What follows belongs to an exercise in optimizing a design on an open flow for small area and a short achievable clock period; a production flow would make more cautious choices.
Only simulation tests tie the RTL to the original design; equivalence was not proved.
Power figures rest on the tool's default switching activity, not on a simulated workload.

===== flow/design.v =====
module mem_responder #(
  parameter int DEPTH   = 64,
  parameter int LATENCY = 2
) (
  input  logic        clk,
  input  logic        reset,
  input  logic        req_valid,
  output logic        req_ready,
  input  logic        req_we,
  input  logic [31:0] req_addr,
  input  logic [31:0] req_wdata,
  output logic        resp_valid,
  input  logic        resp_ready,
  output logic [31:0] resp_rdata,
  output logic        resp_err
);
  localparam int AW = $clog2(DEPTH);
  localparam int CW = (LATENCY > 2) ? $clog2(LATENCY) : 1;
  localparam logic [CW-1:0] CNT_LOAD = (LATENCY > 1) ? CW'(LATENCY - 2) : '0;
  localparam logic [32:0] LIMIT = 33'(4 * DEPTH);
  typedef enum logic [1:0] {IDLE, WAIT, RESP} state_t;
  state_t        state, state_nx;
  logic [CW-1:0] cnt, cnt_nx;
  logic          we_q;
  logic [31:0]   addr_q, wdata_q;
  logic [31:0]   mem [DEPTH];
  logic          accept, commit;
  logic          op_we, op_err;
  logic [31:0]   op_addr, op_wdata;
  logic [AW-1:0] op_idx;
  assign req_ready  = (state == IDLE) && reset;
  assign resp_valid = (state == RESP);
  assign accept     = req_valid && req_ready;
  assign op_we    = (state == IDLE) ? req_we    : we_q;
  assign op_addr  = (state == IDLE) ? req_addr  : addr_q;
  assign op_wdata = (state == IDLE) ? req_wdata : wdata_q;
  assign op_err   = (op_addr[1:0] != 2'b00) || ({1'b0, op_addr} >= LIMIT);
  assign op_idx   = op_addr[AW+1:2];
  always_comb begin
    state_nx = state;
    cnt_nx   = cnt;
    commit   = 1'b0;
    case (state)
      IDLE: begin
        if (accept) begin
          if (LATENCY == 1) begin
            state_nx = RESP;
            commit   = 1'b1;
          end else begin
            state_nx = WAIT;
            cnt_nx   = CNT_LOAD;
          end
        end
      end
      WAIT: begin
        if (cnt == '0) begin
          state_nx = RESP;
          commit   = 1'b1;
        end else begin
          cnt_nx = cnt - 1'b1;
        end
      end
      RESP: begin
        if (resp_ready) state_nx = IDLE;
      end
      default: state_nx = IDLE;
    endcase
  end
  always_ff @(posedge clk or negedge reset) begin
    if (!reset) begin
      state      <= IDLE;
      cnt        <= '0;
      we_q       <= 1'b0;
      addr_q     <= '0;
      wdata_q    <= '0;
      resp_rdata <= '0;
      resp_err   <= 1'b0;
    end else begin
      state <= state_nx;
      cnt   <= cnt_nx;
      if (accept) begin
        we_q    <= req_we;
        addr_q  <= req_addr;
        wdata_q <= req_wdata;
      end
      if (commit) begin
        resp_err   <= op_err;
        resp_rdata <= (op_err || op_we) ? 32'h0 : mem[op_idx];
      end
    end
  end
  always_ff @(posedge clk) begin
    if (commit && op_we && !op_err) mem[op_idx] <= op_wdata;
  end
endmodule

===== flow/run.sh =====
#!/bin/bash
# synth_recipe.tcl (not shown) runs the flow's synth.tcl, then flattens the netlist and writes it again
# the make line also repeats each setting of config.mk as NAME=value (left out here)
make -C /OpenROAD-flow-scripts/flow DESIGN_CONFIG=/design/flow/config.mk WORK_HOME=/design/flow/orfs CLKGATE_MAP_FILE= SYNTH_SCRIPT=/design/flow/synth_recipe.tcl finish

===== flow/config.mk =====
export PLATFORM = sky130hd
export DESIGN_NAME = mem_responder
export DESIGN_NICKNAME = mem_responder
export VERILOG_FILES = /design/flow/design.v
export SDC_FILE = /design/flow/constraint.sdc
export NUM_CORES = 4
export LEC_CHECK = 0
export CAP_MARGIN = 20
export CORE_MARGIN = 2
export CORE_UTILIZATION = 40
export SLEW_MARGIN = 20

===== flow/constraint.sdc =====
create_clock -name core_clock -period 5.0 [get_ports {clk}]
set_input_delay 1.0000 -clock core_clock [delete_from_list [all_inputs] [get_ports {clk}]]
set_output_delay 1.0000 -clock core_clock [all_outputs]
set_load 0.01 [all_outputs]

==> reports/metrics.yaml, run 1 <==
yosys:
  ys_types: 80
  synthCells: 5139
  synth_fa_ha_area_share_pct: 0
  synth_top_flop_cell: "edfxtp_1"
  synth_area_mm2: 0.0808
  synth_fp_nets: 5208
  seq_area_frac_synth_pct: 79.2
  synth.avg_cell_area_um2: 15.7
  synth_compound_area_share_pct: 10.6
  synth_xor_area_share_pct: 0
  muxShareOfSynthArea_pct: 1.90
  ys_warn_count: 1
  synth_area_leaders: "edfxtp_1, nand2_1, o22ai_1, dfrtp_1, a21oi_1"
  synth_top_family_by_area: "compound AO/OA/AOI/OAI gates"
  synth-simple-area-share_pct: 6.33
  yosysTopAreaCell: "edfxtp_1"
  yosys_register_bits: 2148
  synth-edff-count: 2048
  synthArstFlopShare_pct: 4.66
  yosys.area.top_type_share_pct: 76.1
clock_tree:
  clockBufferDepth: 3
  root_buffer: "clkbuf_16"
  cts_tree: "built"
  numCtsBuffers: 215
  clkLatencyLatePin_ps: 890
  post_cts_resized: 0
  h-tree-depth: 4
  clock-sinks: 2148
  clk_pin_slew_worst_paths_ps: 60
detailed_routing:
  num_vias: 54300
  drtIter0Drc: 10000
  ant_nets: 0
  drt-vias-per-instance: 6.51
  drc: 0
  drtPass1Iterations: 7
  wl_um: 308000
  avgRoutedWirePerCell_um: 37.0
run:
  max_cap_violations: 0
layout:
  area_delta_synth_final_pct: 17.5
  final_cell_mix: "edfxtp_1, nand2_1, o22ai_1"
  mostFrequentLayoutCell: "edfxtp_1"
  finalNonFillerCells: 8338
  final.fill_count: 17200
  multiInputGateArea_mm2: 0.0161
  drive_above_1_share_pct: 15.2
  fin_nets: 5535
  seq_area_mm2: 0.0640
placed_design:
  dp_cells: 7920
  hpwl_um: 175000
  gp_congestion: 0.905
  port_buffers: 103
timing:
  maxSlewViolCount: 0
  fin_crit_sh_pct: 83.9
  finalSetupViolCount: 0
  final-hold-violation-count: 0
  maxSlewHeadroom_pct: 22.9
  timing.fmax_mhz: 238
  clock_skew_ps: 86.0
  holdWs_ps: 505
  fin_tns_setup_ps: 0
  grt_setup_unrepaired: "false"
  tightest_slew_ps: 1150
  fin_crit_ps: 4200
global_route:
  grt_pass1_wl_um: 418000
  track_usage_pct: 29.4
  grt_max_degree: 70
  antenna_found_initial: 11
  grt_pass1_vias: 50600
  overflow: 0
die:
  dieHeight_um: 454
  die_area_mm2: 0.206
  num_io_pins: 104
  start_util_pct: 40.1
  fp-row-count: 165
  core_mm2: 0.201
  chipWidth_um: 454
worst_setup_path:
  worstPathArrival_ps: 4650
  cp.required_ps: 5450
  ff2ff_path_depth: 6
  path_class: "register to register"
  path_max_fanout: 18
  end_kind: "register"
  start_kind: "register"
outcome:
  status: "timing/DRC/antenna clean"
power_and_ir_drop:
  p_leak_uw: 0.0308
  max-vdd-ir-drop_v: 0.000394
  power_uw: 43500
  power_density_mw_per_mm2: 458
min_path:
  worstHoldPathCells: 1
  hold_class: "register to register"
-- power breakdown --
group	total [uW]	internal (uW)	switching (uW)
Sequential	20900	20800	113
Clock	15500	8550	6960
Combinational	7090	1810	5280
Total	43500	31200	12400
-- area by class of cell --
cell class | count | share of cell area [%]
multi-input combinational | 2655 | 16.9
clock inverter | 101 | 0.885
timing repair buffer | 436 | 5.04
tap | 2672 | 3.52
clock buffer | 304 | 6.17
inverter | 10 | 0.0395
antenna | 12 | 0.0316
sequential | 2148 | 67.4
-- Yosys cell counts (6+ instances only) --
cell / count
dfrtp_1: 100
or4_1: 9
o221ai_1: 39
o41ai_1: 18
inv_1: 10
nand2b_1: 10
edfxtp_1: 2048
a21oi_1: 304
nor3b_1: 6
a211oi_1: 16
a21o_1: 10
o2111ai_1: 17
nor2_1: 161
nand2_1: 798
a222oi_1: 11
nand4_1: 6
a221oi_1: 6
a32o_1: 36
o22ai_1: 469
nand3_1: 73
a31oi_1: 118
o21ai_0: 49
nor4_1: 27
buf_2: 173
or3_1: 7
a32oi_1: 60
clkbuf_1: 90
nor3_1: 52
o22a_1: 20
and3_1: 35
and2_1: 7
mux2i_1: 45
a22oi_1: 14
mux2_2: 95
o31ai_1: 42
buf_4: 22
buf_1: 38
a22o_1: 9
-- worst paths after layout --
kind                            slack (ps)              startpoint                        end
worst max-delay path                   800    state[1]$_DFFE_PN0P_      mem[58][21]$_DFFE_PP_
worst min register to register         510  addr_q[19]$_DFFE_PN0P_     addr_q[19]$_DFFE_PN0P_
worst max register to register         800    state[1]$_DFFE_PN0P_      mem[58][21]$_DFFE_PP_
max in group asynchronous             3170                   reset  resp_rdata[2]$_DFFE_PN0N_
min in group asynchronous              550                   reset     addr_q[27]$_DFFE_PN0P_
worst min-delay path                   510  addr_q[19]$_DFFE_PN0P_     addr_q[19]$_DFFE_PN0P_
-- per-layer routing --
layer / up-vias / routed length (um) / track usage (%) / part of all wire [%]
li1: 21100 / - / - / -
met1: 27700 / 110000 / 38.8 / 36
met2: 4583 / 138000 / 44.5 / 45
met3: 959 / 39500 / 7.22 / 13
met4: 10 / 20200 / 16.9 / 6.6
met5: - / 73 / 0 / 0.024
-- kinds of logic (layout without fill, tap and decap cells) --
group / after synthesis / count (layout)
DFF: 2148 / 2148
AOI/OAI and AO/OA: 1298 / 1298
and+or+nand+nor: 1216 / 1216
buffers and inverters: 336 / 851
muxes: 141 / 141
other: 0 / 12
-- per-stage QoR --
stage,area [um^2],setup slack (ps),util (%)
2_1_floorplan,80800,698,-
3_5_place_dp,88200,375,43.8
4_1_cts,94900,881,47.1
3_3_place_gp,88100,349,43.7
5_1_grt,95000,799,47.1
6_report,95000,805,47.1
-- flip-flops by register name (all words and copies together) (netlist names) --
name / flops
mem: 2048
addr_q: 32
resp_rdata: 32
wdata_q: 32
state: 2
resp_err: 1
we_q: 1
-- critical path, stage by stage, from the launching register on --
cell	delay, ps
dfrtp_1	620
or2_2	480
o21ai_0	880
nand2_2	800
buf_4	430
nor2_4	90
buf_4	420
-- timing repair --
item / in CTS / in global routing
hold buffers: 1 / 0
setup buffers: 0 / 0
hold endpoints to repair: 18 / 0
==> run 2: changes to the inputs <==
==> flow/design.v (replaced) <==
module mem_responder #(
  parameter int DEPTH   = 64,
  parameter int LATENCY = 2
) (
  input  logic        clk,
  input  logic        reset,
  input  logic        req_valid,
  output logic        req_ready,
  input  logic        req_we,
  input  logic [31:0] req_addr,
  input  logic [31:0] req_wdata,
  output logic        resp_valid,
  input  logic        resp_ready,
  output logic [31:0] resp_rdata,
  output logic        resp_err
);
  localparam int AW = $clog2(DEPTH);
  logic          idle_q, wait_q, resp_q;
  logic          we_q, err_q;
  logic [AW-1:0] idx_q;
  logic [31:0]   wdata_q;
  logic [31:0]   rdata_q;
  logic [31:0]   mem [DEPTH];
  logic          err_in;
  logic [DEPTH-1:0] sel;
  logic [31:0]   rd;
  assign req_ready  = idle_q & reset;
  assign resp_valid = resp_q;
  assign resp_rdata = rdata_q;
  assign resp_err   = err_q;
  assign err_in = (req_addr[1:0] != 2'b00) || (req_addr[31:AW+2] != '0);
  always_ff @(posedge clk or negedge reset) begin
    if (!reset) begin
      idle_q <= 1'b1;
      wait_q <= 1'b0;
      resp_q <= 1'b0;
    end else begin
      idle_q <= idle_q ? !req_valid : (resp_q & resp_ready);
      wait_q <= idle_q & req_valid;
      resp_q <= wait_q | (resp_q & !resp_ready);
    end
  end
  always_ff @(posedge clk) begin
    if (idle_q) begin
      we_q    <= req_we;
      err_q   <= err_in;
      idx_q   <= req_addr[AW+1:2];
      wdata_q <= req_wdata;
    end
  end
  always_comb begin
    for (int i = 0; i < DEPTH; i++) sel[i] = (idx_q == AW'(i));
  end
  always_comb begin
    rd = '0;
    for (int i = 0; i < DEPTH; i++) rd = rd | (mem[i] & {32{sel[i]}});
  end
  always_ff @(posedge clk) begin
    if (wait_q) rdata_q <= (we_q | err_q) ? 32'h0 : rd;
  end
  always_ff @(posedge clk) begin
    for (int i = 0; i < DEPTH; i++)
      if (wait_q & we_q & !err_q & sel[i]) mem[i] <= wdata_q;
  end
endmodule
==> run 2 against run 1 <==
- power decreased by 19%
- cell count fell by 15%
- design area decreased by 5.2%
- fmax fell by 6.4%
- sequential cell count shrank 25
- first-iteration DRC count is 2.3% lower
- clock power is 3% higher
- clock skew decreased by 32 ps
- hold slack worse by 160 ps
- largest cell class unchanged
- highest routed layer unchanged
==> reports/metrics.yaml, run 2 <==
outcome:
  status: "timing/DRC/antenna clean"  # unchanged
yosys:
  yosysTopAreaCell: "edfxtp_1"  # unchanged
  synth.avg_cell_area_um2: 18.6  # was 15.7 um^2
  yosys.area.top_type_share_pct: 82.8  # was 76.1%
  synth-edff-count: 2120  # was 2,048
  synth_top_flop_cell: "edfxtp_1"  # unchanged
  yosys_register_bits: 2123  # was 2,148
  synth_area_leaders: "edfxtp_1, a22oi_1, nand4_1, mux2_2, and3_1"  # was edfxtp_1, nand2_1, o22ai_1, dfrtp_1, a21oi_1
  ys_types: 51  # was 80
  ys_warn_count: 2  # was 1
  synth_common_cells: "edfxtp_1, a22oi_1, nand2_1"  # was edfxtp_1, nand2_1, o22ai_1
  synthArstFlopShare_pct: 0.141  # was 4.66%
  synth_fp_nets: 4195  # was 5,208
  synthCells: 4126  # was 5,139
  synth_area_mm2: 0.0769  # was 0.0808 mm^2
  seq_area_frac_synth_pct: 82.9  # was 79.2%
  synth.most_common_cell: "edfxtp_1"  # unchanged
die:
  dieHeight_um: 443  # was 454 um
  fp-row-count: 160  # was 165
  start_util_pct: 40.4  # was 40.1%
  num_io_pins: 104  # unchanged
  core_mm2: 0.191  # was 0.201 mm^2
  chipWidth_um: 443  # was 454 um
  die_area_mm2: 0.196  # was 0.206 mm^2
layout:
  final.fill_count: 15800  # was 17,200
  fin_nets: 4480  # was 5,535
  seq_area_mm2: 0.0637  # was 0.0640 mm^2
  multiInputGateArea_mm2: 0.0127  # was 0.0161 mm^2
  regMostFlops: "mem"  # unchanged
  final_cell_mix: "edfxtp_1, a22oi_1, clkbuf_16"  # was edfxtp_1, nand2_1, o22ai_1
  drive_above_1_share_pct: 16.0  # was 15.2%
  reg.largest.list: "mem x2048, rdata_q x32, wdata_q x32"
  largest_reg_flops: 2048  # unchanged
  mostFrequentLayoutCell: "edfxtp_1"  # unchanged
  area_delta_synth_final_pct: 17.1  # was 17.5%
worst_setup_path:
  start_kind: "register"  # unchanged
  ff2ff_path_depth: 7  # was 6
  r2r_setup_slack_ps: 520  # was 800 ps
  r2r_start: "idx_q[5]$_DFFE_PP_"  # was state[1]$_DFFE_PN0P_
  path_class: "register to register"  # unchanged
  cp.required_ps: 5590  # was 5450 ps
  r2r_end: "rdata_q[0]$_SDFFCE_PP0P_"  # was mem[58][21]$_DFFE_PP_
  worstPathArrival_ps: 5070  # was 4650 ps
  end_kind: "register"  # unchanged
  path_max_fanout: 21  # was 18
detailed_routing:
  drt-vias-per-instance: 6.75  # was 6.51
  drtPass1Iterations: 8  # was 7
  ant_nets: 0  # unchanged
  avgRoutedWirePerCell_um: 42.5  # was 37.0 um
  num_vias: 48000  # was 54,300
  drtIter0Drc: 9816  # was 10,000
  drc: 0  # unchanged
  wl_um: 302000  # was 308,000 um
global_route:
  grt_use_met1_pct: 39.3  # was 38.8%
  overflow: 0  # unchanged
  grt-busiest-layer: "met2"  # unchanged
  antenna_found_initial: 12  # was 11
  gr-usage-met2_pct: 44.0  # was 44.5%
  grt_pass1_wl_um: 397000  # was 418,000 um
  grt_util_met3_pct: 9.52  # was 7.22%
  grt_pass1_vias: 44000  # was 50,600
  grt_max_degree: 65  # was 70
  track_usage_pct: 30.1  # was 29.4%
clock_tree:
  cts_tree: "built"  # unchanged
  hold_buffers: 0  # was 1
  clk_pin_slew_worst_paths_ps: 60  # about the same
  clkLatencyLatePin_ps: 890  # about the same
  post_cts_resized: 0  # unchanged
  h-tree-depth: 4  # unchanged
  cts_setup_buffers: 0  # unchanged
  numCtsBuffers: 203  # was 215
  root_buffer: "clkbuf_16"  # unchanged
  clockBufferDepth: 3  # unchanged
  clock-sinks: 2123  # was 2,148
timing:
  maxSlewHeadroom_pct: 14.8  # was 22.9%
  finalSetupViolCount: 0  # unchanged
  fin_crit_sh_pct: 89.6  # was 83.9%
  fin_ws_ps: 519  # was 805 ps
  clock_skew_ps: 53.5  # was 86.0 ps
  fin_tns_setup_ps: 0  # unchanged
  fin_crit_ps: 4480  # was 4200 ps
  timing.fmax_mhz: 223  # was 238 MHz
  final-hold-violation-count: 0  # unchanged
  tightest_slew_ps: 1280  # was 1150 ps
  grt_setup_unrepaired: "false"  # unchanged
  maxSlewViolCount: 0  # unchanged
power_and_ir_drop:
  power_density_mw_per_mm2: 391  # was 458 mW/mm^2
  internal-power_uw: 28500  # was 31,200 uW
  switching_share_pct: 19.3  # was 28.4%
  clkPwrFrac_pct: 45.2  # was 35.6%
  max-vdd-ir-drop_v: 0.000306  # was 0.000394 V
  p_seq_share_pct: 54.6  # was 48.1%
  p_switching_uw: 6810  # was 12,400 uW
  combPwrFrac_pct: 0.2  # was 16.3%
  p_leak_uw: 0.0283  # was 0.0308 uW
run:
  max_cap_violations: 0  # unchanged
placed_design:
  port_buffers: 103  # unchanged
  gp_congestion: 0.932  # was 0.905
  hpwl_um: 174000  # was 175,000 um
  dp_slack_ps: 832  # was 375 ps
min_path:
  hold_class: "primary input to async pin"  # was register to register
==> run 2: layout make-up <==
| class | instances | area share (%) |
|---|---|---|
| diodes | 13 | 0.0361 |
| flip-flops and latches | 2123 | 70.8 |
| inverters | 1 | 0.00417 |
| multi-input cells | 1743 | 14.1 |
| well taps | 2511 | 3.49 |
| clock buffers | 247 | 5.92 |
| clock inverters | 132 | 1.67 |
| repair buffers | 339 | 4.04 |
==> run 2: per-layer routing <==
layer | routed length [um] | share of wire (%) | up-vias
li1 | - | - | 17900
met1 | 105000 | 35 | 24300
met2 | 130000 | 43 | 4690
met3 | 45000 | 15 | 1039
met4 | 21900 | 7.3 | 10
met5 | 163 | 0.054 | -
==> run 2: worst max-delay path by stage <==
stage	cells past startpoint	start	end
2_1_floorplan	5	wait_q$_DFF_PN0_	mem[18][0]$_DFFE_PP_
3_3_place_gp	7	idx_q[5]$_DFFE_PP_	rdata_q[0]$_SDFFCE_PP0P_
3_5_place_dp	7	idx_q[5]$_DFFE_PP_	rdata_q[0]$_SDFFCE_PP0P_
4_1_cts	7	idx_q[5]$_DFFE_PP_	rdata_q[0]$_SDFFCE_PP0P_
5_1_grt	7	idx_q[5]$_DFFE_PP_	rdata_q[0]$_SDFFCE_PP0P_
6_report	7	idx_q[5]$_DFFE_PP_	rdata_q[0]$_SDFFCE_PP0P_
==> run 2: cells by family (layout without fill, tap and decap cells) <==
family,count (synthesis),count (layout),synth area share (%)
simple gates,687,687,4.84
flops,2123,2123,82.9
compound gates,1003,1003,9.94
other cells,0,13,0
buf+inv,260,719,1.58
mux,53,53,0.771
==> run 2: per-stage QoR <==
step                total power [uW]  hold WS (ps)  util (%)  cell area, um^2  cells
global placement               19700           498      43.6            83100   6711
finish                         35300           345      47.3            90100   7109
floorplan                      19700           532         -            76900   4126
CTS                            35300           304      47.2            90000   7094
global route                   35900           349      47.3            90100   7097
detailed placement             19700           493      43.6            83200   6715
==> run 2: critical path: stages (launching register included) <==
cell       delay [ps]
edfxtp_1          670
nand2b_2          620
nor2_4            160
buf_4             350
a2111oi_0        1010
nand3_1           390
nor4_1            760
a31oi_1           180
==> run 2: power by group through the flow <==
stage          registers, uW  clock network [uW]  logic, uW
2_1_floorplan          19700                   0       1.08
3_5_place_dp           19700                   0       61.8
3_3_place_gp           19700                   0       60.9
5_1_grt                19300               16600       65.3
6_report               19300               15900       62.3
4_1_cts                19300               15900       62.3
==> run 3: changes to the inputs <==
==> flow/design.v (replaced) <==
module mem_responder #(
  parameter int DEPTH   = 64,
  parameter int LATENCY = 2
) (
  input  logic        clk,
  input  logic        reset,
  input  logic        req_valid,
  output logic        req_ready,
  input  logic        req_we,
  input  logic [31:0] req_addr,
  input  logic [31:0] req_wdata,
  output logic        resp_valid,
  input  logic        resp_ready,
  output logic [31:0] resp_rdata,
  output logic        resp_err
);
  localparam int AW = $clog2(DEPTH);
  localparam int NS = DEPTH / 3;         
  localparam int NR = DEPTH - 3 * NS;    
  logic          busy_q, resp_q;
  logic          we_q, err_q;
  logic [AW-1:0] idx_q;
  logic [31:0]   data_q;
  logic [31:0]   mem [DEPTH];
  logic          idle, wait_s, rd_ok, err_in;
  logic [DEPTH-1:0] sel;
  logic [31:0]   rd;
  assign idle       = !busy_q;
  assign wait_s     = busy_q & !resp_q;
  assign req_ready  = !busy_q & reset;
  assign resp_valid = resp_q;
  assign resp_rdata = data_q;
  assign resp_err   = err_q;
  assign err_in = (req_addr[1:0] != 2'b00) || (req_addr[31:AW+2] != '0);
  assign rd_ok  = !we_q & !err_q;
  always_ff @(posedge clk or negedge reset) begin
    if (!reset) begin
      busy_q <= 1'b0;
      resp_q <= 1'b0;
    end else begin
      busy_q <= busy_q ? !(resp_q & resp_ready) : req_valid;
      resp_q <= busy_q & !(resp_q & resp_ready);
    end
  end
  always_ff @(posedge clk) begin
    if (idle) begin
      we_q  <= req_we;
      err_q <= err_in;
      idx_q <= req_addr[AW+1:2];
    end
  end
  always_comb begin
    for (int i = 0; i < DEPTH; i++) sel[i] = (idx_q == AW'(i));
  end
  for (genvar b = 0; b < 32; b++) begin : g_bit
    logic [DEPTH-1:0] col;
    logic [NS-1:0]    y;
    logic             rest;
    for (genvar i = 0; i < DEPTH; i++) begin : g_col
      assign col[i] = mem[i][b];
    end
    for (genvar k = 0; k < NS; k++) begin : g_s
      mem_responder_aoi3 u_aoi (.d(col[3*k+:3]), .s(sel[3*k+:3]), .y(y[k]));
    end
    always_comb begin
      rest = 1'b0;
      for (int i = 3 * NS; i < DEPTH; i++) rest = rest | (col[i] & sel[i]);
    end
    assign rd[b] = !(&y) | rest;
  end
  always_ff @(posedge clk) begin
    if (idle)        data_q <= req_wdata;
    else if (wait_s) data_q <= rd_ok ? rd : 32'h0;
  end
  always_ff @(posedge clk) begin
    for (int i = 0; i < DEPTH; i++)
      if (wait_s & we_q & !err_q & sel[i]) mem[i] <= data_q;
  end
endmodule
module mem_responder_aoi3 (
  input  logic [2:0] d,
  input  logic [2:0] s,
  output logic       y
);
  assign y = !((d[0] & s[0]) | (d[1] & s[1]) | (d[2] & s[2]));
endmodule
--- a/flow/config.mk
+++ b/flow/config.mk
@@ -7,5 +7,8 @@
 export LEC_CHECK = 0
 export CAP_MARGIN = 20
 export CORE_MARGIN = 2
-export CORE_UTILIZATION = 40
+export CORE_UTILIZATION = 60
+export PLACE_DENSITY = 0.7
+export SETUP_SLACK_MARGIN = 2.5
 export SLEW_MARGIN = 20
+export SYNTH_HIERARCHICAL = 1
==> run 3 against run 2 <==
- the layout now fails its checks (slew limit)
- register-to-register slack worse by 180 ps
- non-clock buffer count is 299 higher
- largest cell class unchanged
- largest power group unchanged
- worst setup slack worse by 180 ps
- cell count is 16% lower
- utilization is 27 points higher
- critical path depth is 2 higher
==> reports/metrics.yaml, run 3 <==
power_and_ir_drop:
  max-vdd-ir-drop_v: 0.000613  # was 0.000306 V
  p_leak_uw: 0.0288  # was 0.0283 uW
  combPwrFrac_pct: 19.2  # was 0.2%
  p_switching_uw: 13000  # was 6810 uW
  internal-power_uw: 31400  # was 28,500 uW
  p_seq_share_pct: 48.6  # was 54.6%
  clkPwrFrac_pct: 32.3  # was 45.2%
  power_density_mw_per_mm2: 497  # was 391 mW/mm^2
  switching_share_pct: 29.2  # was 19.3%
global_route:
  grt_pass1_wl_um: 328000  # was 397,000 um
  track_usage_pct: 38.8  # was 30.1%
  grt_max_degree: 65  # unchanged
  antenna_found_initial: 24  # was 12
  overflow: 0  # unchanged
  grt_pass1_vias: 42900  # was 44,000
yosys:
  synth-edff-count: 2088  # was 2,120
  yosysTopAreaCell: "edfxtp_1"  # unchanged
  synth_top_flop_cell: "edfxtp_1"  # unchanged
  yosys.area.top_type_share_pct: 86.4  # was 82.8%
  synth_fa_ha_area_share_pct: 0  # unchanged
  synth-simple-area-share_pct: 3.78  # was 4.84%
  synth_xor_area_share_pct: 0  # unchanged
  synth.avg_cell_area_um2: 21.7  # was 18.6 um^2
  yosys_register_bits: 2090  # was 2,123
  synth_compound_area_share_pct: 9.56  # was 9.94%
  synthArstFlopShare_pct: 0.0957  # was 0.141%
  synth_area_mm2: 0.0726  # was 0.0769 mm^2
  synth_fp_nets: 3420  # was 4,195
  synth_top_family_by_area: "compound AO/OA/AOI/OAI gates"  # unchanged
  synth_common_cells: "edfxtp_1, a222oi_1, nand4_1"  # was edfxtp_1, a22oi_1, nand2_1
  seq_area_frac_synth_pct: 86.4  # was 82.9%
  ys_types: 29  # was 51
  synthCells: 3351  # was 4,126
  ys_warn_count: 8  # was 2
  muxShareOfSynthArea_pct: 0  # was 0.771%
  synth.most_common_cell: "edfxtp_1"  # unchanged
  synth_area_leaders: "edfxtp_1, a222oi_1, nand4_1, nor2_1, nor4_1"  # was edfxtp_1, a22oi_1, nand4_1, mux2_2, and3_1
placed_design:
  gp_congestion: 0.897  # was 0.932
  hpwl_um: 130000  # was 174,000 um
  dp_slack_ps: 450  # was 832 ps
  port_buffers: 103  # unchanged
timing:
  clock_skew_ps: 33.2  # was 53.5 ps
  maxSlewViolCount: 1  # was 0
  timing.fmax_mhz: 215  # was 223 MHz
  grt_setup_unrepaired: "true"  # was false
  tightest_slew_ps: 1590  # was 1280 ps
  final-hold-violation-count: 0  # unchanged
  fin_crit_ps: 4660  # was 4480 ps
  maxSlewHeadroom_pct: -5.97  # was 14.8%
  fin_crit_sh_pct: 93.1  # was 89.6%
  fin_ws_ps: 344  # was 519 ps
  finalSetupViolCount: 0  # unchanged
min_path:
  hold_class: "primary input to async pin"  # unchanged
worst_setup_path:
  worstPathArrival_ps: 5180  # was 5070 ps
  start_kind: "register"  # unchanged
  r2r_start: "idx_q[0]$_DFFE_PN_"  # was idx_q[5]$_DFFE_PP_
  r2r_end: "data_q[18]$_DFFE_PP_"  # was rdata_q[0]$_SDFFCE_PP0P_
  ff2ff_path_depth: 9  # was 7
  worstSetupEndpoint: "data_q[18]$_DFFE_PP_"  # was rdata_q[0]$_SDFFCE_PP0P_
  end_kind: "register"  # unchanged
  r2r_setup_slack_ps: 340  # was 520 ps
  cp.required_ps: 5520  # was 5590 ps
  path_max_fanout: 8  # was 21
  startpoint: "idx_q[0]$_DFFE_PN_"  # was idx_q[5]$_DFFE_PP_
  path_class: "register to register"  # unchanged
clock_tree:
  clk_pin_slew_worst_paths_ps: 60  # about the same
  clock-sinks: 2090  # was 2,123
  numCtsBuffers: 194  # was 203
  h-tree-depth: 4  # unchanged
  clockBufferDepth: 3  # unchanged
  cts_tree: "built"  # unchanged
  clkLatencyLatePin_ps: 840  # was 890 ps
  root_buffer: "clkbuf_16"  # unchanged
  hold_buffers: 0  # unchanged
die:
  num_io_pins: 104  # unchanged
  start_util_pct: 60.5  # was 40.4%
  dieHeight_um: 352  # was 443 um
  fp-row-count: 127  # was 160
  die_area_mm2: 0.124  # was 0.196 mm^2
  core_mm2: 0.120  # was 0.191 mm^2
  chipWidth_um: 352  # was 443 um
detailed_routing:
  drt-vias-per-instance: 7.76  # was 6.75
  top_layer: "met5"  # unchanged
  wl_um: 252000  # was 302,000 um
  drtPass1Iterations: 14  # was 8
  dr_wl_met3_um: 45100  # was 45,000 um
  avgRoutedWirePerCell_um: 42.4  # was 42.5 um
  wl_met1_um: 75900  # was 105,000 um
  drtIter0Drc: 12700  # was 9,816
  ant_nets: 0  # unchanged
  route.met2.wl_um: 111000  # was 130,000 um
  num_vias: 46100  # was 48,000
  drc: 0  # unchanged
layout:
  final.fill_count: 6318  # was 15,800
  drive_above_1_share_pct: 24.8  # was 16.0%
  regMostFlops: "mem"  # unchanged
  fin_util_pct: 74.4  # was 47.3%
  area_delta_synth_final_pct: 22.9  # was 17.1%
  final_cell_mix: "edfxtp_1, a222oi_1, buf_4"  # was edfxtp_1, a22oi_1, clkbuf_16
  largest_reg_flops: 2048  # unchanged
  reg.largest.list: "mem x2048, data_q x32, idx_q x6"  # was mem x2048, rdata_q x32, wdata_q x32
  mostFrequentLayoutCell: "edfxtp_1"  # unchanged
  fin_nets: 4236  # was 4,480
run:
  max_cap_violations: 0  # unchanged
outcome:
  status: "complete, but fails checks"  # was timing/DRC/antenna clean
  violations: "slew limit"
[run 3: cell types whose count changed in the layout (fill, tap and decap cells not counted), sizes merged, moves of 70 or more]
cell	previous run	this run
buf	235	558
a22oi	886	0
nand2	136	44
nor2	102	172
and3	87	1
a222oi	20	672
[run 3: routing by layer]
layer  GRT usage (%)  vias up
met5               0        -
met1            49.6    22500
met4            23.5       26
li1                -    17300
met2            57.5     5180
met3            13.7     1130
[run 3: cell type report]
| class | instances | area [um^2] | share of cell area, % |
|---|---|---|---|
| Clock inverter | 126 | 960 | 1.08 |
| Sequential cell | 2090 | 62800 | 70.3 |
| Clock buffer | 230 | 5070 | 5.69 |
| Inverter | 1 | 3.75 | 0.00421 |
| Antenna cell | 5 | 12.5 | 0.0140 |
| Timing Repair Buffer | 638 | 7030 | 7.88 |
| Multi-Input combinational cell | 1242 | 11400 | 12.7 |
| Tap cell | 1612 | 2020 | 2.26 |
[run 3: logic make-up (layout without fill, tap and decap cells)]
kind of cell / Yosys count / in the layout
compound gates: 706 / 706
simple gates: 524 / 536
buf+inv: 31 / 995
other cells: 0 / 5
flops: 2090 / 2090
[run 3: worst min path at each step]
stage,start,endpoint
after floorplan,resp_q$_DFF_PN0_,resp_q$_DFF_PN0_
after global placement,data_q[18]$_DFFE_PP_,mem[53][18]$_DFFE_PP_
after detailed placement,data_q[18]$_DFFE_PP_,mem[53][18]$_DFFE_PP_
after CTS,reset,resp_q$_DFF_PN0_
after global routing,reset,resp_q$_DFF_PN0_
final,reset,resp_q$_DFF_PN0_
[run 3: power groups by stage]
stage	clock, uW	sequential [uW]	combinational [uW]
2_1_floorplan	0	22900	1270
3_3_place_gp	0	22000	5660
3_5_place_dp	0	22100	6000
4_1_cts	14100	21500	7390
5_1_grt	14900	21500	8380
6_report	14300	21500	8490
[run 3: through the flow]
stage               cell area, um^2  cells  hold WS (ps)  setup TNS, ps  power (uW)
finish                        89200   5944          90.2              0       44300
global placement              77500   5212           502          -1410       27700
detailed placement            78300   5248           506              0       28100
floorplan                     72600   3351           541              0       24200
CTS                           87600   5804          60.1              0       43000
global route                  89200   5939          79.3              0       44800
[run 3: critical path, cell delays in order, from the launching register on]
cell and delay, ps:
edfxtp_1 500, nor2b_4 220, nand3_4 100, buf_8 140, nor2_4 70, buf_12 170
a222oi_1 1200, nand4_1 940, nor4_4 800, a31oi_1 180
[run 3: timing repair]
item | in CTS | in global routing
gates resized for setup | 387 | 126
pin swaps | 162 | 142
endpoints found under the setup margin | 2083 | 1391
cloned | 22 | 4
setup buffers | 178 | 128
[run 3: per-module statistics from Yosys, one instance, submodules excluded]
| module | times used | flops+latches | cells inside |
|---|---|---|---|
| mem_responder | 1 | 2090 | 2679 |
| mem_responder_aoi3 | 672 | 0 | 1 |
==> run 4: changes to the inputs <==
==> flow/design.v (replaced) <==
module mem_responder #(
  parameter int DEPTH   = 64,
  parameter int LATENCY = 2
) (
  input  logic        clk,
  input  logic        reset,
  input  logic        req_valid,
  output logic        req_ready,
  input  logic        req_we,
  input  logic [31:0] req_addr,
  input  logic [31:0] req_wdata,
  output logic        resp_valid,
  input  logic        resp_ready,
  output logic [31:0] resp_rdata,
  output logic        resp_err
);
  localparam int AW = $clog2(DEPTH);
  logic          busy_q, wait_q, resp_q, wr_q;
  logic          we_q, err_q;
  logic [DEPTH-1:0] sel_q;
  logic [31:0]   data_q;
  logic [31:0]   mem [DEPTH];
  logic          idle, err_in;
  logic [DEPTH-1:0] sel_in, sel;
  logic [31:0]   rd;
  assign idle       = !busy_q;
  assign req_ready  = !busy_q & reset;
  assign resp_valid = resp_q;
  assign resp_rdata = data_q;
  assign resp_err   = err_q;
  assign err_in = (req_addr[1:0] != 2'b00) || (req_addr[31:AW+2] != '0);
  always_comb begin
    for (int i = 0; i < DEPTH; i++) sel_in[i] = (req_addr[AW+1:2] == AW'(i));
  end
  always_ff @(posedge clk or negedge reset) begin
    if (!reset) begin
      busy_q <= 1'b0;
      wait_q <= 1'b0;
      resp_q <= 1'b0;
      wr_q   <= 1'b0;
    end else begin
      busy_q <= busy_q ? !(resp_q & resp_ready) : req_valid;
      wait_q <= !busy_q & req_valid;
      resp_q <= wait_q | (resp_q & !resp_ready);
      wr_q   <= !busy_q & req_valid & req_we & !err_in;
    end
  end
  always_ff @(posedge clk) begin
    if (idle) begin
      we_q  <= req_we;
      err_q <= err_in;
      sel_q <= sel_in;
    end
  end
  assign sel = sel_q;
  for (genvar b = 0; b < 32; b++) begin : g_bit
    logic [DEPTH-1:0] col;
    logic [7:0]       p;
    logic [3:0]       q;
    for (genvar i = 0; i < DEPTH; i++) begin : g_col
      assign col[i] = mem[i][b];
    end
    for (genvar k = 0; k < 8; k++) begin : g_g
      mem_responder_or8 u_grp (.d(col[8*k+:8]), .s(sel[8*k+:8]), .y(p[k]));
    end
    for (genvar k = 0; k < 4; k++) begin : g_n
      mem_responder_nor2 u_nor (.a(p[2*k+:2]), .y(q[k]));
    end
    mem_responder_nand4 u_out (.a(q), .y(rd[b]));
  end
  always_ff @(posedge clk) begin
    if (idle)        data_q <= req_wdata;
    else if (wait_q) data_q <= (we_q | err_q) ? 32'h0 : rd;
  end
  always_ff @(posedge clk) begin
    for (int i = 0; i < DEPTH; i++)
      if (wr_q & sel[i]) mem[i] <= data_q;
  end
endmodule
module mem_responder_or8 (
  input  logic [7:0] d,
  input  logic [7:0] s,
  output logic       y
);
  assign y = |(d & s);
endmodule
module mem_responder_nand4 (
  input  logic [3:0] a,
  output logic       y
);
  assign y = !(&a);
endmodule
module mem_responder_nor2 (
  input  logic [1:0] a,
  output logic       y
);
  assign y = !(|a);
endmodule
==> flow/flow/run.sh (new file) <==
#!/bin/bash
# The standard layout (standard.sh, unchanged synthesis and steps) with two
# resizer settings changed: the port buffers are plain buf_2 cells instead of
# the delay cells buffer_ports picks by default, and gate sizing may change a
# cell's footprint (MATCH_CELL_FOOTPRINT=0). make's output goes to
# flow_make.log; each ORFS step keeps its own log under orfs/logs.
set -euo pipefail
export BUFFER_PORTS_ARGS="-buffer_cell sky130_fd_sc_hd__buf_2"
if ! bash standard.sh MATCH_CELL_FOOTPRINT=0 finish > flow_make.log 2>&1; then
  tail -50 flow_make.log
  exit 1
fi
tail -20 flow_make.log
==> flow/standard.sh (new file) <==
#!/bin/bash
# synth_recipe.tcl (not shown) runs the flow's synth.tcl, then flattens the netlist and writes it again
# the make line also repeats each setting of config.mk as NAME=value (left out here)
make -C /OpenROAD-flow-scripts/flow DESIGN_CONFIG=/design/flow/config.mk WORK_HOME=/design/flow/orfs CLKGATE_MAP_FILE= SYNTH_SCRIPT=/design/flow/synth_recipe.tcl "${@:-finish}"
--- a/flow/config.mk
+++ b/flow/config.mk
@@ -8,7 +8,9 @@
 export CAP_MARGIN = 20
 export CORE_MARGIN = 2
 export CORE_UTILIZATION = 60
+export CTS_CLUSTER_DIAMETER = 80
+export CTS_CLUSTER_SIZE = 24
 export PLACE_DENSITY = 0.7
-export SETUP_SLACK_MARGIN = 2.5
+export SETUP_SLACK_MARGIN = 2.6
 export SLEW_MARGIN = 20
 export SYNTH_HIERARCHICAL = 1
removed: flow/run.sh
==> run 4 against run 3 <==
- the run now finishes clean
- sequential power is 5% lower
- clock-buffer cell count is 116 lower
- critical path depth is 8 lower
- utilization is 6.9 points lower
- design area is 5.2% lower
- synthesized area is 4.4% higher
- worst setup slack better by 2100 ps
- clock power is 37% lower
- global-route usage is 4.9 points lower
- critical path type is now register to output pin
- highest routed layer unchanged
==> reports/metrics.yaml, run 4 <==
outcome:
  status: "timing/DRC/antenna clean"  # was complete, but fails checks
yosys:
  synthArstFlopShare_pct: 0.186  # was 0.0957%
  ys_types: 23  # was 29
  synth_fa_ha_area_share_pct: 0  # unchanged
  ys_warn_count: 8  # unchanged
  synth_xor_area_share_pct: 0  # unchanged
  synth_fp_nets: 3886  # was 3,420
  seq_area_frac_synth_pct: 85.2  # was 86.4%
  yosys_register_bits: 2150  # was 2,090
  synth_compound_area_share_pct: 10.5  # was 9.56%
  synth_area_mm2: 0.0758  # was 0.0726 mm^2
  synth_top_family_by_area: "compound AO/OA/AOI/OAI gates"  # unchanged
  synth.most_common_cell: "edfxtp_1"  # unchanged
  synth_common_cells: "edfxtp_1, a22oi_1, nand4_1"  # was edfxtp_1, a222oi_1, nand4_1
  yosysTopAreaCell: "edfxtp_1"  # unchanged
  synth_area_leaders: "edfxtp_1, a22oi_1, nand4_1, nor2_1, and2_1"  # was edfxtp_1, a222oi_1, nand4_1, nor2_1, nor4_1
  synthCells: 3817  # was 3,351
  synth-simple-area-share_pct: 4.17  # was 3.78%
  synth.avg_cell_area_um2: 19.9  # was 21.7 um^2
  synth-edff-count: 2146  # was 2,088
  synth_top_flop_cell: "edfxtp_1"  # unchanged
  muxShareOfSynthArea_pct: 0  # unchanged
  yosys.area.top_type_share_pct: 85.0  # was 86.4%
layout:
  largest_reg_flops: 2048  # unchanged
  final_cell_mix: "edfxtp_1, a22oi_1, nand4_1"  # was edfxtp_1, a222oi_1, buf_4
  final.fill_count: 7934  # was 6,318
  fin_nets: 4386  # was 4,236
  area_delta_synth_final_pct: 11.6  # was 22.9%
  reg.largest.list: "mem x2048, sel_q x64, data_q x32"  # was mem x2048, data_q x32, idx_q x6
  multiInputGateArea_mm2: 0.0115  # was 0.0114 mm^2
  final_area_mm2: 0.0846  # was 0.0892 mm^2
  drive_above_1_share_pct: 15.1  # was 24.8%
  regMostFlops: "mem"  # unchanged
  seq_area_mm2: 0.0645  # was 0.0628 mm^2
  mostFrequentLayoutCell: "edfxtp_1"  # unchanged
global_route:
  grt-busiest-layer: "met2"  # unchanged
  overflow: 0  # unchanged
  grt_util_met3_pct: 11.5  # was 13.7%
  track_usage_pct: 33.9  # was 38.8%
  grt_pass1_vias: 39800  # was 42,900
  antenna_found_initial: 20  # was 24
  grt_max_degree: 78  # was 65
  grt_use_met1_pct: 46.0  # was 49.6%
  gr-usage-met2_pct: 49.9  # was 57.5%
  grt_pass1_wl_um: 305000  # was 328,000 um
clock_tree:
  clock-sinks: 2150  # was 2,090
  clk_pin_slew_worst_paths_ps: 100  # was 60 ps
  cts_tree: "built"  # unchanged
  clkLatencyLatePin_ps: 740  # was 840 ps
  clockBufferDepth: 3  # unchanged
  h-tree-depth: 3  # was 4
  numCtsBuffers: 100  # was 194
  root_buffer: "clkbuf_16"  # unchanged
worst_setup_path:
  worstPathArrival_ps: 1530  # was 5180 ps
  crit_buf_inv: 1  # was 2
  r2r_setup_slack_ps: 2560  # was 340 ps
  slowest_stage: "edfxtp_1"  # was a222oi_1
  r2r_end: "data_q[19]$_DFFE_PP_"  # was data_q[18]$_DFFE_PP_
  crit_path_max_incr_delay_ps: 570  # was 1200 ps
  start_kind: "register"  # unchanged
  ff2ff_path_depth: 6  # was 9
  end_kind: "output pin"  # was register
  path_max_fanout: 2  # was 8
  path_cells: "buf_2"  # was nor2b_4, nand3_4, buf_8, nor2_4, buf_12, a222oi_1, nand4_1, nor4_4, a31oi_1
  path_class: "register to output pin"  # was register to register
  path_delay_family: "flip-flops"  # was simple AND/OR/NAND/NOR gates
  cp.required_ps: 4000  # was 5520 ps
  r2r_start: "sel_q[17]$_DFFE_PN_"  # was idx_q[0]$_DFFE_PN_
power_and_ir_drop:
  p_seq_share_pct: 62.9  # was 48.6%
  p_switching_uw: 7630  # was 13,000 uW
  internal-power_uw: 24900  # was 31,400 uW
  clkPwrFrac_pct: 27.5  # was 32.3%
  max-vdd-ir-drop_v: 0.000254  # was 0.000613 V
  power_density_mw_per_mm2: 385  # was 497 mW/mm^2
  switching_share_pct: 23.4  # was 29.2%
  p_leak_uw: 0.0264  # was 0.0288 uW
  combPwrFrac_pct: 9.6  # was 19.2%
die:
  dieHeight_um: 359  # was 352 um
  num_io_pins: 104  # unchanged
  fp-row-count: 130  # was 127
  start_util_pct: 60.4  # was 60.5%
  die_area_mm2: 0.129  # was 0.124 mm^2
  chipWidth_um: 359  # was 352 um
  core_mm2: 0.125  # was 0.120 mm^2
timing:
  final-hold-violation-count: 0  # unchanged
  maxSlewHeadroom_pct: 33.2  # was -5.97%
  fin_ws_ps: 2470  # was 344 ps
  fin_crit_sh_pct: 50.6  # was 93.1%
  finalSetupViolCount: 0  # unchanged
  tightest_slew_ps: 1000  # was 1590 ps
  grt_setup_unrepaired: "true"  # unchanged
  timing.fmax_mhz: 395  # was 215 MHz
  clock_skew_ps: 45.0  # was 33.2 ps
  maxSlewViolCount: 0  # was 1
  fin_tns_setup_ps: 0  # unchanged
  fin_crit_ps: 2530  # was 4660 ps
detailed_routing:
  avgRoutedWirePerCell_um: 36.8  # was 42.4 um
  num_vias: 43000  # was 46,100
  wl_um: 221000  # was 252,000 um
  drtIter0Drc: 7129  # was 12,700
  drtPass1Iterations: 8  # was 14
  drt-vias-per-instance: 7.17  # was 7.76
  ant_nets: 0  # unchanged
  drc: 0  # unchanged
min_path:
  hold_class: "primary input to async pin"  # unchanged
placed_design:
  dp_slack_ps: 1890  # was 450 ps
  placed_area_mm2: 0.0793  # was 0.0783 mm^2
  hpwl_um: 121000  # was 130,000 um
  gp_congestion: 0.892  # was 0.897
  port_buffers: 103  # unchanged
run:
  max_cap_violations: 0  # unchanged
## run 4: repair_timing
action                                 4_1_cts  5_1_grt
cloned                                      23        0
setup endpoints to repair                 1356       90
endpoints found under the hold margin        0        0
hold buffers                                 0        0
gates resized for setup                    178       35
buffers inserted                           140       31
pin swaps                                    4        9
## run 4: worst max path at each step
stage,from,endpoint,slack [ps],cells after the start
floorplan,reset,req_ready,2800,1
global placement,sel_q[0]$_DFFE_PN_,data_q[10]$_DFFE_PP_,1930,6
detailed placement,sel_q[0]$_DFFE_PN_,data_q[10]$_DFFE_PP_,1890,6
CTS,data_q[16]$_DFFE_PP_,resp_rdata[16],2470,1
global route,data_q[0]$_DFFE_PP_,resp_rdata[0],2460,2
finish,data_q[1]$_DFFE_PP_,resp_rdata[1],2470,1
## run 4: logic make-up after synthesis
| group | Yosys count |
|---|---|
| and+or+nand+nor | 587 |
| AOI/OAI and AO/OA | 1058 |
| DFF | 2150 |
| buffers and inverters | 22 |
## run 4: per-layer routing
layer	part of all wire (%)	up-vias	routed length, um
met1	35	21900	76300
met3	15	505	32900
met4	5.6	22	12300
met5	0.15	-	341
met2	45	3181	98700
li1	-	17400	-
## run 4: cell type report
class / count / share of cell area, %
Multi-Input combinational cell: 1645 / 13.6
Clock inverter: 4 / 0.0592
Tap cell: 1650 / 2.44
Sequential cell: 2150 / 76.3
Antenna cell: 13 / 0.0385
Clock buffer: 114 / 3.10
Timing Repair Buffer: 418 / 4.44
Inverter: 2 / 0.0104
## run 4: stage by stage
step | power, uW | utilization [%] | instances | hold WS, ps
finish | 32600 | 67.5 | 5996 | 29.5
global route | 33200 | 67.4 | 5983 | 25.6
CTS | 32400 | 67.1 | 5952 | 32.6
detailed placement | 23300 | 63.2 | 5671 | 457
global placement | 23200 | 63.2 | 5671 | 443
floorplan | 22000 | - | 3817 | 419
## run 4: worst register-to-register path: stages, from the launching register on
cell      delay [ps]
edfxtp_1         380
buf_4            280
a22oi_1          310
nand4_1          300
nor2_1           530
nand4_1          150
a22o_1           240
## run 4: power groups by stage
stage | logic [uW] | clock network [uW] | registers, uW
6_report | 3140 | 8960 | 20500
5_1_grt | 3200 | 9500 | 20500
4_1_cts | 2960 | 8940 | 20500
3_5_place_dp | 2200 | 0 | 21100
3_3_place_gp | 2150 | 0 | 21100
2_1_floorplan | 506 | 0 | 21500
## run 4: modules after synthesis (local to each module, per instance)
module / cell area [um^2] / flip-flops and latches
mem_responder: 65800 / 2150
mem_responder_or8: 36.3 / 0
mem_responder_nand4: 6.26 / 0
mem_responder_nor2: 3.75 / 0
==> run 5: changes to the inputs <==
--- a/flow/config.mk
+++ b/flow/config.mk
@@ -7,10 +7,10 @@
 export LEC_CHECK = 0
 export CAP_MARGIN = 20
 export CORE_MARGIN = 2
-export CORE_UTILIZATION = 60
+export CORE_UTILIZATION = 70
 export CTS_CLUSTER_DIAMETER = 80
 export CTS_CLUSTER_SIZE = 24
-export PLACE_DENSITY = 0.7
+export PLACE_DENSITY = 0.8
 export SETUP_SLACK_MARGIN = 2.6
 export SLEW_MARGIN = 20
 export SYNTH_HIERARCHICAL = 1
==> run 5 against run 4 <==
- largest power group unchanged
- synthesized area stayed put
- critical path type unchanged
- via count is 4.4% higher
- utilization is 11 points higher
- power hardly changed
- non-clock buffer count is 15 higher
==> reports/metrics.yaml, run 5 <==
outcome:
  status: "timing/DRC/antenna clean"  # unchanged
yosys:
  synthArstFlopShare_pct: 0.186  # unchanged
  yosys_register_bits: 2150  # unchanged
  synth_fp_nets: 3886  # unchanged
  ys_warn_count: 8  # unchanged
  ys_types: 23  # unchanged
  synth.avg_cell_area_um2: 19.9  # unchanged
  synth.most_common_cell: "edfxtp_1"  # unchanged
  synth_top_flop_cell: "edfxtp_1"  # unchanged
  synthCells: 3817  # unchanged
  seq_area_frac_synth_pct: 85.2  # unchanged
  synth-edff-count: 2146  # unchanged
  yosysTopAreaCell: "edfxtp_1"  # unchanged
  synth_area_leaders: "edfxtp_1, a22oi_1, nand4_1, nor2_1, and2_1"  # unchanged
  synth_common_cells: "edfxtp_1, a22oi_1, nand4_1"  # unchanged
  synth_area_mm2: 0.0758  # unchanged
  yosys.area.top_type_share_pct: 85.0  # unchanged
layout:
  drive_above_1_share_pct: 14.6  # was 15.1%
  reg.largest.list: "mem x2048, sel_q x64, data_q x32"  # unchanged
  final_area_mm2: 0.0844  # was 0.0846 mm^2
  regMostFlops: "mem"  # unchanged
  fin_nets: 4401  # was 4,386
  mostFrequentLayoutCell: "edfxtp_1"  # unchanged
  final.fill_count: 5192  # was 7,934
  final_cell_mix: "edfxtp_1, a22oi_1, nand4_1"  # unchanged
  area_delta_synth_final_pct: 11.4  # was 11.6%
  fin_util_pct: 78.7  # was 67.5%
  largest_reg_flops: 2048  # unchanged
detailed_routing:
  drtIter0Drc: 8469  # was 7,129
  drtPass1Iterations: 9  # was 8
  num_vias: 44900  # was 43,000
  ant_nets: 0  # unchanged
  drc: 0  # unchanged
  drt-vias-per-instance: 7.78  # was 7.17
  avgRoutedWirePerCell_um: 38.7  # was 36.8 um
  wl_um: 223000  # was 221,000 um
die:
  start_util_pct: 70.7  # was 60.4%
  dieHeight_um: 333  # was 359 um
  die_area_mm2: 0.111  # was 0.129 mm^2
  fp-row-count: 120  # was 130
  num_io_pins: 104  # unchanged
  chipWidth_um: 333  # was 359 um
  core_mm2: 0.107  # was 0.125 mm^2
placed_design:
  port_buffers: 103  # unchanged
  placed_area_mm2: 0.0791  # was 0.0793 mm^2
  gp_congestion: 0.947  # was 0.892
  hpwl_um: 124000  # was 121,000 um
timing:
  fin_crit_ps: 2650  # was 2530 ps
  clock_skew_ps: 48.7  # was 45.0 ps
  final-hold-violation-count: 0  # unchanged
  maxSlewViolCount: 0  # unchanged
  finalSetupViolCount: 0  # unchanged
  fin_tns_setup_ps: 0  # unchanged
  grt_setup_unrepaired: "true"  # unchanged
  tightest_slew_ps: 1000  # about the same
  timing.fmax_mhz: 377  # was 395 MHz
  maxSlewHeadroom_pct: 33.0  # was 33.2%
  fin_crit_sh_pct: 53.0  # was 50.6%
clock_tree:
  clk_pin_slew_worst_paths_ps: 100  # about the same
  clock-sinks: 2150  # unchanged
  numCtsBuffers: 100  # unchanged
  hold_buffers: 0  # unchanged
  cts_tree: "built"  # unchanged
  clkLatencyLatePin_ps: 740  # about the same
  root_buffer: "clkbuf_16"  # unchanged
  h-tree-depth: 3  # unchanged
  clockBufferDepth: 3  # unchanged
worst_setup_path:
  path_cells: "buf_12, buf_6"  # was buf_2
  ff2ff_path_depth: 6  # unchanged
  worstPathArrival_ps: 1650  # was 1530 ps
  path_max_fanout: 2  # unchanged
  start_kind: "register"  # unchanged
  path_class: "register to output pin"  # unchanged
  crit_path_max_incr_delay_ps: 560  # was 570 ps
  cp.required_ps: 4000  # about the same
  slowest_stage: "edfxtp_1"  # unchanged
  end_kind: "output pin"  # unchanged
power_and_ir_drop:
  max-vdd-ir-drop_v: 0.000272  # was 0.000254 V
  p_leak_uw: 0.0265  # was 0.0264 uW
  power_uw: 32600  # about the same
  power_density_mw_per_mm2: 386  # was 385 mW/mm^2
global_route:
  grt-busiest-layer: "met2"  # unchanged
  track_usage_pct: 39.8  # was 33.9%
  antenna_found_initial: 31  # was 20
  grt_pass1_wl_um: 307000  # was 305,000 um
  grt_util_met3_pct: 15.6  # was 11.5%
  grt_pass1_vias: 41700  # was 39,800
  grt_max_degree: 65  # was 78
  gr-usage-met2_pct: 58.4  # was 49.9%
  grt_use_met1_pct: 51.7  # was 46.0%
  overflow: 0  # unchanged
min_path:
  hold_class: "primary input to async pin"  # unchanged
run:
  max_cap_violations: 0  # unchanged
[run 5: cell types whose count changed in the layout (fill, tap and decap cells not counted), moves of 4 or more]
cell      change
buf_4        +18
and2_1       +27
and2_2       -26
nor2_2        -9
clkbuf_1     +10
buf_12        +4
nor2_1        +8
buf_6        -10
[run 5: cell families (layout without fill, tap and decap cells)]
family          count (synthesis)  count (layout)  synth area share [%]
flops                        2150            2150                  85.2
compound gates               1058            1058                  10.5
simple gates                  587             587                  4.17
other cells                     0              14                     0
buf+inv                        22             561                 0.125
[run 5: what timing repair did]
item | CTS | global route
buffers inserted | 105 | 54
setup endpoints to repair | 1354 | 137
gates resized for setup | 165 | 49
cloned | 18 | 0
pin swaps | 1 | 11
[run 5: routing by layer]
layer	routed length [um]	vias up
li1	-	17400
met1	68500	22300
met2	98400	4338
met3	39200	830
met4	16900	34
met5	359	-
[run 5: through the flow]
stage,std cells,hold slack (ps),setup WS [ps]
final,5773,40.5,2350
after global routing,5759,48.9,2390
after CTS,5704,39.3,2400
after detailed placement,5455,452,2040
after global placement,5455,426,2100
after floorplan,3817,419,2800
[run 5: area by class of cell]
type                            instances  area [um^2]  share of cell area [%]
Sequential cell                      2150        64500                    76.5
Multi-Input combinational cell       1645        11500                    13.6
Timing Repair Buffer                  433         3880                    4.60
Clock buffer                          123         2630                    3.12
Tap cell                             1403         1760                    2.08
Clock inverter                          3         52.6                  0.0623
Antenna cell                           14         35.0                  0.0415
Inverter                                2         10.0                  0.0119
[run 5: worst paths after layout]
kind / startpoint / endpoint / slack (ps)
hold reg to reg: wait_q$_DFF_PN0_ / resp_q$_DFF_PN0_ / 480
setup / recovery: data_q[3]$_DFFE_PP_ / resp_rdata[3] / 2350
setup reg to reg: sel_q[38]$_DFFE_PN_ / data_q[15]$_DFFE_PP_ / 2430
min in group core_clock: resp_ready / busy_q$_DFF_PN0_ / 480
hold / removal: reset / wr_q$_DFF_PN0_ / 40
max in group asynchronous: reset / busy_q$_DFF_PN0_ / 4820
[run 5: report_power, final]
group          internal (uW)  switching [uW]
registers              20400             116
clock network           3730            5230
logic                    832            2310
total                  24900            7660
[run 5: critical path, delay by kind of cell (launching register included)]
family,cells,cell delay (ps)
flip-flops,1,560
buffers and inverters,2,350
[run 5: modules after synthesis (local to each module, per instance)]
module / area (um^2) / cells inside / copies in the design / flops+latches
mem_responder_nor2: 3.75 / 1 / 128 / 0
mem_responder: 65800 / 2377 / 1 / 2150
mem_responder_nand4: 6.26 / 1 / 32 / 0
mem_responder_or8: 36.3 / 5 / 256 / 0
==> run 6: changes to the inputs <==
--- a/flow/design.v
+++ b/flow/design.v
@@ -18,16 +18,18 @@
   logic          busy_q, wait_q, resp_q, wr_q;
   logic          we_q, err_q;
   logic [DEPTH-1:0] sel_q;
-  logic [31:0]   data_q;
+  logic [31:0]   wdata_q, rdata_q;
   logic [31:0]   mem [DEPTH];
   logic          idle, err_in;
   logic [DEPTH-1:0] sel_in, sel;
   logic [31:0]   rd;
+  logic          no_rd;
   assign idle       = !busy_q;
   assign req_ready  = !busy_q & reset;
   assign resp_valid = resp_q;
-  assign resp_rdata = data_q;
+  assign resp_rdata = rdata_q;
   assign resp_err   = err_q;
+  assign no_rd  = we_q | err_q;   
   assign err_in = (req_addr[1:0] != 2'b00) || (req_addr[31:AW+2] != '0);
   always_comb begin
     for (int i = 0; i < DEPTH; i++) sel_in[i] = (req_addr[AW+1:2] == AW'(i));
@@ -66,15 +68,15 @@
     for (genvar k = 0; k < 4; k++) begin : g_n
       mem_responder_nor2 u_nor (.a(p[2*k+:2]), .y(q[k]));
     end
-    mem_responder_nand4 u_out (.a(q), .y(rd[b]));
+    mem_responder_aoi41 u_out (.a(q), .b(no_rd), .y(rd[b]));
   end
   always_ff @(posedge clk) begin
-    if (idle)        data_q <= req_wdata;
-    else if (wait_q) data_q <= (we_q | err_q) ? 32'h0 : rd;
+    if (idle)   wdata_q <= req_wdata;
+    if (wait_q) rdata_q <= rd;
   end
   always_ff @(posedge clk) begin
     for (int i = 0; i < DEPTH; i++)
-      if (wr_q & sel[i]) mem[i] <= data_q;
+      if (wr_q & sel[i]) mem[i] <= wdata_q;
   end
 endmodule
 module mem_responder_or8 (
@@ -84,11 +86,12 @@
 );
   assign y = |(d & s);
 endmodule
-module mem_responder_nand4 (
+module mem_responder_aoi41 (
   input  logic [3:0] a,
+  input  logic       b,
   output logic       y
 );
-  assign y = !(&a);
+  assign y = !((&a) | b);
 endmodule
 module mem_responder_nor2 (
   input  logic [1:0] a,
==> run 6 against run 5 <==
- largest power group unchanged
- utilization is 1.9 points lower
- power is 3.4% lower
- sequential power hardly changed
- non-clock buffer count is 132 lower
- global-route usage is 3.1 points lower
- sequential cell count is 32 higher
- cell count is 2.4% lower
- sequential share of layout area is 1.9 points higher
- register-to-register slack better by 120 ps
- routed wire length is 7.7% lower
==> reports/metrics.yaml, run 6 <==
yosys:
  yosysTopAreaCell: "edfxtp_1"  # unchanged
  synthCells: 3810  # was 3,817
  synthArstFlopShare_pct: 0.183  # was 0.186%
  ys_types: 20  # was 23
  ys_warn_count: 8  # unchanged
  synth_xor_area_share_pct: 0  # unchanged
  synth_area_leaders: "edfxtp_1, a22oi_1, nand4_1, nor2_1, a41oi_2"  # was edfxtp_1, a22oi_1, nand4_1, nor2_1, and2_1
  synth_fp_nets: 3879  # was 3,886
  synth_area_mm2: 0.0767  # was 0.0758 mm^2
  muxShareOfSynthArea_pct: 0  # unchanged
  synth_fa_ha_area_share_pct: 0  # unchanged
  synth_compound_area_share_pct: 10.7  # was 10.5%
  synth_top_flop_cell: "edfxtp_1"  # unchanged
  synth_top_family_by_area: "compound AO/OA/AOI/OAI gates"  # unchanged
  yosys.area.top_type_share_pct: 85.2  # was 85.0%
  synth.avg_cell_area_um2: 20.1  # was 19.9 um^2
  yosys_register_bits: 2182  # was 2,150
  synth_common_cells: "edfxtp_1, a22oi_1, nand4_1"  # unchanged
  synth-simple-area-share_pct: 3.84  # was 4.17%
  synth-edff-count: 2178  # was 2,146
  seq_area_frac_synth_pct: 85.4  # was 85.2%
  synth.most_common_cell: "edfxtp_1"  # unchanged
placed_design:
  gp_congestion: 0.966  # was 0.947
  port_buffers: 103  # unchanged
  hpwl_um: 122000  # was 124,000 um
  dp_cells: 5461  # was 5,455
  placed_area_mm2: 0.0802  # was 0.0791 mm^2
outcome:
  status: "timing/DRC/antenna clean"  # unchanged
layout:
  finalNonFillerCells: 5635  # was 5,773
  largest_reg_flops: 2048  # unchanged
  reg.largest.list: "mem x2048, sel_q x64"  # was mem x2048, sel_q x64, data_q x32
  fin_util_pct: 76.8  # was 78.7%
  final.fill_count: 5531  # was 5,192
  final_area_mm2: 0.0836  # was 0.0844 mm^2
  drive_above_1_share_pct: 12.0  # was 14.6%
  fin_nets: 4269  # was 4,401
  final_cell_mix: "edfxtp_1, a22oi_1, nand4_1"  # unchanged
  regMostFlops: "mem"  # unchanged
  mostFrequentLayoutCell: "edfxtp_1"  # unchanged
  area_delta_synth_final_pct: 8.93  # was 11.4%
power_and_ir_drop:
  p_leak_uw: 0.0258  # was 0.0265 uW
  max-vdd-ir-drop_v: 0.000379  # was 0.000272 V
  power_density_mw_per_mm2: 377  # was 386 mW/mm^2
global_route:
  grt_pass1_vias: 39600  # was 41,700
  overflow: 0  # unchanged
  grt_max_degree: 67  # was 65
  antenna_found_initial: 20  # was 31
  grt_pass1_wl_um: 288000  # was 307,000 um
  track_usage_pct: 36.7  # was 39.8%
clock_tree:
  hold_buffers: 0  # unchanged
  clock-sinks: 2182  # was 2,150
  clk_pin_slew_worst_paths_ps: 90  # was 100 ps
  numCtsBuffers: 101  # was 100
  cts_tree: "built"  # unchanged
  root_buffer: "clkbuf_16"  # unchanged
  clkLatencyLatePin_ps: 730  # was 740 ps
  h-tree-depth: 3  # unchanged
  clockBufferDepth: 3  # unchanged
timing:
  tightest_slew_ps: 1190  # was 1000 ps
  maxSlewHeadroom_pct: 20.7  # was 33.0%
  fin_crit_ps: 2630  # was 2650 ps
  fin_tns_setup_ps: 0  # unchanged
  clock_skew_ps: 36.7  # was 48.7 ps
  final-hold-violation-count: 0  # unchanged
  fin_crit_sh_pct: 52.6  # was 53.0%
  timing.fmax_mhz: 381  # was 377 MHz
  grt_setup_unrepaired: "true"  # unchanged
  maxSlewViolCount: 0  # unchanged
  finalSetupViolCount: 0  # unchanged
  holdWs_ps: 52.4  # was 40.5 ps
worst_setup_path:
  crit_buf_inv: 1  # was 2
  path_class: "register to output pin"  # unchanged
  worstPathArrival_ps: 1630  # was 1650 ps
  slowest_stage: "edfxtp_1"  # unchanged
  path_max_fanout: 1  # was 2
  path_cells: "buf_6"  # was buf_12, buf_6
  crit_path_max_incr_delay_ps: 710  # was 560 ps
  start_kind: "register"  # unchanged
  end_kind: "output pin"  # unchanged
  path_delay_family: "flip-flops"  # unchanged
  cp.required_ps: 4000  # about the same
die:
  fp-row-count: 121  # was 120
  die_area_mm2: 0.112  # was 0.111 mm^2
  core_mm2: 0.109  # was 0.107 mm^2
  dieHeight_um: 335  # was 333 um
  chipWidth_um: 335  # was 333 um
  start_util_pct: 70.5  # was 70.7%
  num_io_pins: 104  # unchanged
detailed_routing:
  top_layer: "met5"  # unchanged
  drt-vias-per-instance: 7.60  # was 7.78
  drc: 0  # unchanged
  avgRoutedWirePerCell_um: 36.6  # was 38.7 um
  drtPass1Iterations: 6  # was 9
  num_vias: 42800  # was 44,900
  route.met2.wl_um: 92200  # was 98,400 um
  wl_met1_um: 70600  # was 68,500 um
  ant_nets: 0  # unchanged
  drtIter0Drc: 8144  # was 8,469
  wl_um: 206000  # was 223,000 um
  dr_wl_met3_um: 34500  # was 39,200 um
min_path:
  hold_class: "primary input to async pin"  # unchanged
run:
  max_cap_violations: 0  # unchanged
-- run 6: cell count changes after synthesis, sizes merged --
cell / delta
nand2b: -1
a22o: -32
a41oi: +32
clkbuf: -3
edfxtp: +32
nor3: -1
buf: -3
or2: +1
nand4: -32
-- run 6: path summary, 6_finish.rpt --
kind	start	endpoint	slack, ps	cells past startpoint
min reg2reg	resp_q$_DFF_PN0_	busy_q$_DFF_PN0_	500	1
max in group asynchronous	reset	wr_q$_DFF_PN0_	4840	1
max	rdata_q[31]$_DFFE_PP_	resp_rdata[31]	2370	1
max reg2reg	sel_q[26]$_DFFE_PN_	rdata_q[5]$_DFFE_PP_	2550	5
min in group core_clock	req_wdata[24]	wdata_q[24]$_DFFE_PN_	450	1
min	reset	busy_q$_DFF_PN0_	50	1
-- run 6: what timing repair did --
item | 4_1_cts | 5_1_grt
setup endpoints to repair | 1153 | 453
hold endpoints to repair | 0 | 0
buffers inserted | 32 | 17
gates cloned | 0 | 0
gates resized for setup | 40 | 26
-- run 6: cell families (layout without fill, tap and decap cells) --
logic type	after synthesis	after routing
AOI/OAI and AO/OA	1058	1058
buffers and inverters	16	421
DFF	2182	2182
other	0	6
and+or+nand+nor	554	554
-- run 6: worst register-to-register path: stages (launching register included) --
cell and delay, ps:
edfxtp_1 370, buf_4 260, a22oi_1 540, nand4_1 370, nor2_2 480, a41oi_2 180
-- run 6: area by class of cell --
type / instances / area, um^2 / area share [%]
Sequential cell: 2182 / 65500 / 78.4
Clock buffer: 114 / 2620 / 3.13
Antenna cell: 6 / 15.0 / 0.0180
Tap cell: 1414 / 1770 / 2.12
Multi-Input combinational cell: 1612 / 11300 / 13.5
Timing Repair Buffer: 301 / 2300 / 2.75
Clock inverter: 4 / 41.3 / 0.0494
Inverter: 2 / 11.3 / 0.0135
-- run 6: report_power, final --
group / total (uW) / switching [uW] / internal, uW
clock network: 8880 / 5160 / 3720
logic: 2060 / 1570 / 487
registers: 20500 / 165 / 20400
-- run 6: modules after synthesis, one instance, submodules excluded --
module / cells / flops+latches / cell area [um^2] / copies in the design
mem_responder: 2370 / 2182 / 66400 / 1
mem_responder_aoi41: 1 / 0 / 16.3 / 32
mem_responder_nor2: 1 / 0 / 3.75 / 128
mem_responder_or8: 5 / 0 / 36.3 / 256
-- run 6: per-stage QoR --
| stage | total power, uW | worst slack, ps |
|---|---|---|
| 6_report | 31500 | 2370 |
| 5_1_grt | 32100 | 2360 |
| 4_1_cts | 31300 | 2400 |
| 3_5_place_dp | 22800 | 2040 |
| 3_3_place_gp | 22700 | 2090 |
| 2_1_floorplan | 21800 | 2740 |
-- run 6: layer usage --
metal	global-route usage [%]	up-vias
met5	0	-
met4	12.4	16
met3	11.0	461
met2	54.1	3891
met1	53.8	21300
li1	-	17100

what the ideal ports hide:
How much do the figures lean on ideal ports? The routed layouts below were timed once more, with nothing changed but the port constraints.
Step 1: set_driving_cell puts a clkbuf_16 on clk and a buf_2 on each other input, an assumption about the parent block.
Step 2 moves the port delays by t, midway between the first and last clock arrival at a register: inputs arrive t later, outputs are due t later. That takes back most of the time a late clock gives input paths.
a / b / c = ideal / step 1 / step 2; a / b = the first two.
| run | shift t [ns] | slack for setup (ns) | hold slack, ns | slew at the worst register clock pin (ns) |
|---|---|---|---|---|
| run 1 | 0.939 | 0.805 / 0.805 / 0.212 | 0.505 / 0.488 / 0.505 | 0.07 / 0.07 |
| run 2 | 0.941 | 0.519 / 0.519 / 0.519 | 0.345 / 0.292 / 0.512 | 0.07 / 0.07 |
| run 3 | 0.887 | 0.344 / 0.344 / 0.344 | 0.090 / 0.044 / 0.587 | 0.09 / 0.09 |
| run 4 | 0.800 | 2.468 / 2.386 / 2.250 | 0.029 / -0.012 / 0.474 | 0.10 / 0.10 |
| run 5 | 0.782 | 2.350 / 2.283 / 2.190 | 0.040 / 0.035 / 0.481 | 0.10 / 0.10 |
| run 6 | 0.788 | 2.372 / 2.294 / 1.847 | 0.052 / 0.016 / 0.505 | 0.10 / 0.10 |
The setup slack of run 1, which loses most, moves by 0.000 ns with the drivers and by -0.593 ns with both steps.
